What follows belongs to an exercise in optimizing a design on an open flow for small area, a short achievable clock period and few clock cycles per item; a production flow would make more cautious choices. Where RTL was checked, it was by simulation tests only, not by an equivalence proof against the original. No activity file was given, so power comes from the tool's default toggle rates.

## ble_ad_structure_parser
module ble_ad_structure_parser (
   input  logic             clock,
   input  logic             reset,
   input  logic             req_valid,
   output logic             req_stall,
   input  logic [16:0]      req_data,    
   output logic             rsp_valid,
   input  logic             rsp_stall,
   output logic [78:0]      rsp_data,    
   input  logic             csr_valid,
   output logic             csr_ready,
   input  logic [7:0]       csr_data
);
   logic [7:0] limit_ff;
   always_ff @(posedge clock) begin
      if (reset) limit_ff <= bap_pkg::NameLimitReset;
      else if (csr_valid && csr_ready) limit_ff <= csr_data;
   end
   bap_front u_front (.clock(clock), .reset(reset), .req_valid(req_valid),
                      .req_stall(req_stall), .req_data(req_data), .csr_ready(csr_ready),
                      .name_limit(limit_ff), .rsp_valid(rsp_valid), .rsp_stall(rsp_stall),
                      .rsp_data(rsp_data));
endmodule
For scale: roughly 1400 cells after synthesis, roughly 190 flip-flops, ~110 I/O pins, about 11000 µm² of cells after synthesis.
==> flow/config.mk <==
export PLATFORM = sky130hd
export DESIGN_NAME = ble_ad_structure_parser
export DESIGN_NICKNAME = ble_ad_structure_parser
export VERILOG_FILES = /design/flow/design.v
export SDC_FILE = /design/flow/constraint.sdc
export NUM_CORES = 4
export LEC_CHECK = 0
export ABC_AREA = 1
export CAP_MARGIN = 20
export CORE_MARGIN = 2
export CORE_UTILIZATION = 40
export CTS_BUF_LIST = sky130_fd_sc_hd__clkbuf_16
export CTS_CLUSTER_DIAMETER = 100
export CTS_CLUSTER_SIZE = 25
export SETUP_SLACK_MARGIN = 3.0
export SLEW_MARGIN = 20
export SYNTH_HIERARCHICAL = 1
export SYNTH_MINIMUM_KEEP_SIZE = 0
==> flow/constraint.sdc <==
create_clock -name core_clock -period 5.5 [get_ports {clock}]
set_input_delay 1.1000 -clock core_clock [delete_from_list [all_inputs] [get_ports {clock}]]
set_output_delay 1.1000 -clock core_clock [all_outputs]
set_load 0.01 [all_outputs]
standard.sh (not shown) runs the stock make flow with config.mk's settings and CLKGATE_MAP_FILE= SYNTH_SCRIPT=/design/flow/synth_recipe.tcl, a recipe that flattens the netlist after the stock synthesis.
==> flow/flow/run.sh <==
#!/bin/bash
# Standard layout, with the port buffers inserted before placement made of
# sky130_fd_sc_hd__buf_2 cells instead of the buffer buffer_ports picks by
# default, and without the adder-extraction step in synthesis (ABC maps the
# arithmetic as plain gates).
set -euo pipefail
export BUFFER_PORTS_ARGS="-buffer_cell sky130_fd_sc_hd__buf_2"
export ADDER_MAP_FILE=
bash standard.sh > standard_flow.log 2>&1
Edit:
SETUP_SLACK_MARGIN = 2.9   (was 3.0)
Design area is lower by 1.5%.
Sequential power is about the same.
Utilization is lower by 0.72 points.
Clock skew is lower by 0.0037 ns.
Wire length is lower by 0.49%.
Setup slack gains 0.053 ns.
Via count barely changes.
Worst hold slack gains 0.0054 ns.
No run of this note included a check of the RTL's function; only the layout flow was run.

Another version of the RTL of ble_ad_structure_parser (not shown whole).
For scale: about 1000 cells after synthesis, ~210 flip-flops, about 110 I/O pins.
export LEC_CHECK = 0
export CAP_MARGIN = 20
export CORE_MARGIN = 2
export CORE_UTILIZATION = 40
export CTS_BUF_LIST = sky130_fd_sc_hd__clkbuf_16
export CTS_CLUSTER_DIAMETER = 100
export CTS_CLUSTER_SIZE = 25
export SETUP_SLACK_MARGIN = 2.8
export SLEW_MARGIN = 20
export SYNTH_HIERARCHICAL = 1
export SYNTH_MINIMUM_KEEP_SIZE = 0
export TNS_END_PERCENT = 20
create_clock -name core_clock -period 5.5 [get_ports {clock}]
Scripts as last shown in full above: flow/flow/run.sh
The baseline completed with no timing, DRC or antenna violations.
Testbench counts at the start, summed over its fixed seeds: cycles 94,479, bytes 91,371.
Next try:
- TNS_END_PERCENT: 20 -> default
What happened:
- global-route usage fell by 0.12 points
- wire length fell by about 0.6%
- utilization barely changes
- synthesized area stays the same
- via count fell by 0.54%
- worst hold slack hardly moves
- synthesized cell count does not change
- cell count came out lower by about 0.34%
Next try:
- CTS_BUF_LIST: sky130_fd_sc_hd__clkbuf_16 -> sky130_fd_sc_hd__clkbuf_4 sky130_fd_sc_hd__clkbuf_8
- CTS_CLUSTER_DIAMETER: 100 -> default
- CTS_CLUSTER_SIZE: 25 -> default
Result: Power came out higher by roughly a tenth. Cell area goes up by a few percent. Wire length climbs slightly. Cell count went up by a few percent. Die area is unchanged. Flip-flop and latch count is unchanged.
Next try:
- SETUP_SLACK_MARGIN: 2.8 -> 2.6
Outcome: Global-route usage came out higher by 0.35 points; cell area came out lower by about 1.3%; routed wire length came out higher by 1.2%; setup slack is worse by 0.029 ns.
Next try:
- CTS_BUF_LIST: sky130_fd_sc_hd__clkbuf_4 sky130_fd_sc_hd__clkbuf_8 -> sky130_fd_sc_hd__clkbuf_8 sky130_fd_sc_hd__clkbuf_16
- CTS_CLUSTER_DIAMETER: default -> 80
- CTS_CLUSTER_SIZE: default -> 20
- SETUP_SLACK_MARGIN: 2.6 -> 2.8
Result: Worst setup slack gets better by 0.0031 ns; clock power shrinks by 19%; global-route usage went down by 0.55 points; maximum frequency is about the same; cell count is lower by about 1.7%; cell area stays flat; clock skew barely changes; power went down by about 7%; worst hold slack is about the same; synthesized area stays the same.
Next try:
- CTS_BUF_LIST: sky130_fd_sc_hd__clkbuf_8 sky130_fd_sc_hd__clkbuf_16 -> sky130_fd_sc_hd__clkbuf_4 sky130_fd_sc_hd__clkbuf_8
- CTS_CLUSTER_DIAMETER: 80 -> default
- CTS_CLUSTER_SIZE: 20 -> default
- SETUP_SLACK_MARGIN: 2.8 -> 3.0
=> Register-to-register slack got worse by 0.16 ns. Final area rises by a few percent. Setup slack got worse by 0.085 ns.

Setup of willow:
ble_ad_structure_parser, a different RTL version from the one above (not shown whole).
Size in the first run: ~1,200 cells after synthesis, roughly 210 flip-flops, ~110 I/O pins.
clock: 5.5 ns
lec_check: 0
abc_area: 1
cap_margin: 20
core_margin: 2
core_utilization: 40
cts_buf_list: sky130_fd_sc_hd__clkbuf_16
cts_cluster_diameter: 100
cts_cluster_size: 25
setup_slack_margin: 3.2
slew_margin: 20
synth_hierarchical: 1
synth_minimum_keep_size: 0
Scripts as last shown in full above: flow/flow/run.sh
Testbench counts of willow, summed over its fixed seeds: cycles 94,479, bytes 91,371.
The inputs of yarrow differ from those of willow as listed below.
Settings: swapping 40 for 60 in CORE_UTILIZATION; clearing ABC_AREA, which used to be 1; swapping 3.2 for 2.8 in SETUP_SLACK_MARGIN.
## What came out
- Hold slack (yarrow over willow): increase, 0.015 ns
- Clock skew: lower on yarrow
- Taking willow as the reference, in yarrow met1 track utilization from global routing climbed 9.6 points, proportion of total power due to net switching lower, clock power comparable, proportion of cell area occupied by registers saw an increase.
- Relative to willow, part of the total power dissipated in combinational logic has gone down in yarrow.
- Delta(aggregate global-route resource usage, yarrow - willow) > 0
Modified inputs, ember compared to yarrow
Settings: ABC_AREA now 1, previously not set; SETUP_SLACK_MARGIN now 3.4, was 2.8; CORE_UTILIZATION now 40, was 60.
Notes after the runs:
- Per the final summary, ember finished and its layout is clean on timing, DRC and antenna.
- The placed wire-length estimate in ember is 1.08 times that in yarrow.
- Of ember and yarrow, it is ember that has the higher wire length of the first global-routing pass.
- Re worst reg2reg path depth: no difference whatsoever between ember and yarrow.
- In the flow results for yarrow and ember, the count of inverters not on the clock network in the layout is larger on ember.
- Period utilization (lower): ember
- ember vs yarrow, commonest non-fill, non-tap cell in the layout: nand2_1 vs edfxtp_1
- Summary — final-layout fill cell count, ember relative to yarrow: higher, by 75%.
- ember -> yarrow: count of sequential standard cells delta 0, exact match
- Cmp yarrow and ember / area enclosed by the die boundary / lower: yarrow
The inputs of xenon differ from those of ember as listed below.
Settings: changing SETUP_SLACK_MARGIN from 3.4 to 2.8; changing CORE_UTILIZATION from 40 to 70; removing ABC_AREA (formerly 1).
## What came out
Critical path depth sits lower in xenon than in ember. Routed length on met3: xenon higher than ember. Delta (xenon minus ember): share of final-layout standard cells stronger than drive strength 1 lost 12 points, setup slack went down, area taken by flip-flops and latches has remained practically unchanged.

==> afterwards: timing with drivers on the ports <==
No port has a modelled driver above. Below, the same layouts with a new extraction and two added sets of constraints. Step 1, drivers: a clkbuf_16 drives clock and a buf_2 each remaining input, both assumed. Step 2 times the ports against the registers' clock, not the clock port: input delays grow and output delays shrink by t, the midpoint of the rising clock arrivals with the driver on. Slacks: ideal ports / drivers / drivers and shift; pairs: ideal ports / drivers.
| run | shift t [ns] | slack for setup (ns) | worst setup path after step 2 | slew at the worst register clock pin (ns) | cell pins on the clock port's net |
|---|---|---|---|---|---|
| the first run of note 1 | 0.482 | 2.866 / 2.823 / 2.619 | input to register | 0.08 / 0.08 | 1 |
| the second run of note 1 | 0.479 | 2.919 / 2.888 / 2.508 | input to register | 0.08 / 0.08 | 1 |
| the first run of note 2 | 0.514 | 2.702 / 2.657 / 2.349 | input to register | 0.11 / 0.11 | 1 |
| the second run of note 2 | 0.518 | 2.770 / 2.728 / 2.431 | input to register | 0.11 / 0.11 | 1 |
| the third run of note 2 | 0.549 | 2.755 / 2.714 / 2.422 | input to register | 0.07 / 0.07 | 1 |
| the fourth run of note 2 | 0.569 | 2.726 / 2.682 / 2.233 | input to register | 0.07 / 0.07 | 1 |
| the fifth run of note 2 | 0.524 | 2.729 / 2.686 / 2.412 | input to register | 0.09 / 0.09 | 1 |
| the sixth run of note 2 | 0.569 | 2.644 / 2.603 / 2.513 | input to register | 0.07 / 0.07 | 1 |
| willow | 0.510 | 2.946 / 2.901 / 2.524 | input to register | 0.10 / 0.10 | 1 |
| yarrow | 0.512 | 2.815 / 2.791 / 2.340 | input to register | 0.10 / 0.10 | 1 |
| ember | 0.516 | 2.927 / 2.879 / 2.629 | input to register | 0.11 / 0.11 | 1 |
| xenon | 0.510 | 2.831 / 2.786 / 2.384 | input to register | 0.10 / 0.10 | 1 |
After both steps setup and hold are still met in every run listed. The setup slack of the fourth run of note 2, which loses most, moves by -0.044 ns with the drivers and by -0.493 ns with both steps.
